Context: an optimization exercise on an open-source flow, tuned for a short achievable clock period and few clock cycles. The choices shown serve that exercise and are no tape-out recipe.
Function was checked by simulation only, so behaviour that the tests miss may differ from the original.

== job 3807 ==
Design armTop, start of the top module:
module armTop (
	input  logic         clk,
	input  logic         reset,
	input  armPkg::wordT readData,
	output armPkg::wordT writeData,
	output armPkg::wordT adr,
	output logic         memWrite
);
	datapath u_datapath (
		.clk       (clk),
		.reset     (reset),
		.readData  (readData),
		.adr       (adr),
		.writeData (writeData),
		.memWrite  (memWrite)
	);
endmodule
Size in the first run: about 10000 cells after synthesis, about 2300 flip-flops, ~99 I/O pins.
Settings: LEC_CHECK=0, ABC_CLOCK_PERIOD_IN_PS=4000, CAP_MARGIN=20, CORE_MARGIN=2, CORE_UTILIZATION=40, SLEW_MARGIN=20; clock period 13.0 ns.
standard.sh (not shown) runs the stock make flow with config.mk's settings and CLKGATE_MAP_FILE= SYNTH_SCRIPT=/design/flow/synth_recipe.tcl, a recipe that flattens the netlist after the stock synthesis.
==> flow/flow/run.sh <==
#!/bin/bash
set -euo pipefail
bash standard.sh synth > synth.log 2>&1
bash standard.sh SETUP_SLACK_MARGIN=9 finish > layout.log 2>&1
Testbench counts of job 3807, summed over its fixed seeds: cycles 132,982.
Input-level comparison between job 1120 and job 3807:
# job 3807
export LEC_CHECK = 0
export ABC_CLOCK_PERIOD_IN_PS = 4000
export CAP_MARGIN = 20
export CORE_MARGIN = 2
export CORE_UTILIZATION = 40
export SLEW_MARGIN = 20
create_clock -name core_clock -period 13.0 [get_ports {clk}]
# job 1120
export LEC_CHECK = 0
export ABC_CLOCK_PERIOD_IN_PS = 3000
export CAP_MARGIN = 20
export CORE_MARGIN = 2
export CORE_UTILIZATION = 58
export SLEW_MARGIN = 20
create_clock -name core_clock -period 13.0 [get_ports {clk}]
==> flow/flow/run.sh <==
#!/bin/bash
set -euo pipefail
bash standard.sh synth > synth.log 2>&1
bash standard.sh SETUP_SLACK_MARGIN=9 MATCH_CELL_FOOTPRINT=0 finish > layout.log 2>&1
### Flow results
Placed cell area: higher on job 3807. On area of the multi-input gates, job 3807 and job 1120 are neck and neck. Sort job 3807 and job 1120 by hold slack desc -> top: job 3807. Worst hold path depth came out exactly the same in job 3807 and job 1120. Summary of job 1120 over job 3807: utilization went up. Job 1120 vs job 3807: critical path depth up in job 1120.

* * *

Starting RTL as in the previous note.
Settings: LEC_CHECK=0, ABC_CLOCK_PERIOD_IN_PS=3000, CAP_MARGIN=20, CORE_MARGIN=2, CORE_UTILIZATION=50, SLEW_MARGIN=20; clock period 13.0 ns.
==> flow/flow/run.sh <==
#!/bin/bash
set -euo pipefail
bash standard.sh synth > synth.log 2>&1
bash standard.sh SETUP_SLACK_MARGIN=9 MATCH_CELL_FOOTPRINT=0 finish > layout.log 2>&1
Testbench counts at the start, summed over its fixed seeds: cycles 132,982.
Next try:
- CORE_UTILIZATION: 50 -> 40
After rerunning: Non-clock buffer count rises by 20; clock-buffer cell count rises by 1; global-route usage falls by 8.3 points.

* * *

Setup of before:
Another version of the RTL of armTop (not shown whole).
Size: roughly 11000 cells after synthesis, about 120000 um2 of cells after synthesis.
clock: 13.0 ns
lec_check: 0
abc_clock_period_in_ps: 3000
cap_margin: 20
core_margin: 2
core_utilization: 50
slew_margin: 20
Scripts as last shown in full above: flow/flow/run.sh
before finished every stage and its layout cleared the timing, design-rule and antenna checks.
Testbench counts of before, summed over its fixed seeds: cycles 132,982.
diff inputs: before => after
- changing CORE_UTILIZATION from 50 to 40
## What came out
before was smaller in final cell area than after. Relative to before, the non-clock buffering overhead in the final layout of after is higher by 0.31 points. Looking at data arrival time at the worst-slack endpoint across before and after, the one that comes out higher is after. Area of the placeable core delta (after − before): unfavourable. In the metrics for before and after, the one carrying the higher global-route usage is before. Delta (after minus before): number of diodes -4; sequential share of layout area -0.56 points; final wirelength +about 1.4%; hold slack +0.036 ns; relative slew slack +8.3 points. after: non-clock buffer count is 39 higher than what before reported.

[separate check: timing with driven ports]
How much do the figures lean on ideal ports? The routed layouts below were timed once more, with nothing changed but the port constraints. Step 1 assumes that a clkbuf_16 drives the clock port and a buf_2 every other input. Step 2 times the ports against the registers' clock, not the clock port: input delays grow and output delays shrink by t, the midpoint of the rising clock arrivals with the driver on. a / b / c = ideal ports / drivers / drivers and shift; a / b = the first two.
run | t (ns) | slack for setup (ns) | clock arrival spread, ns | worst register clock-pin slew, ns | worst data-port slew with drivers (ns)
job 3807 | 1.047 | 8.692 / 8.586 / 8.013 | 0.181 / 0.181 | 0.07 / 0.07 | 0.07
job 1120 | 0.970 | 8.780 / 8.702 / 8.003 | 0.110 / 0.109 | 0.07 / 0.07 | 0.22
the first run of note 2 | 1.004 | 8.787 / 8.675 / 8.011 | 0.092 / 0.093 | 0.07 / 0.07 | 0.14
the second run of note 2 | 1.042 | 8.725 / 8.628 / 8.016 | 0.107 / 0.107 | 0.07 / 0.07 | 0.11
before | 1.034 | 8.561 / 8.561 / 8.025 | 0.105 / 0.105 | 0.07 / 0.07 | 0.10
after | 1.018 | 8.472 / 8.472 / 8.008 | 0.101 / 0.101 | 0.06 / 0.06 | 0.07
After both steps setup and hold are still met in every run listed. The setup slack of job 1120, which loses most, moves by -0.078 ns with the drivers and by -0.777 ns with both steps.
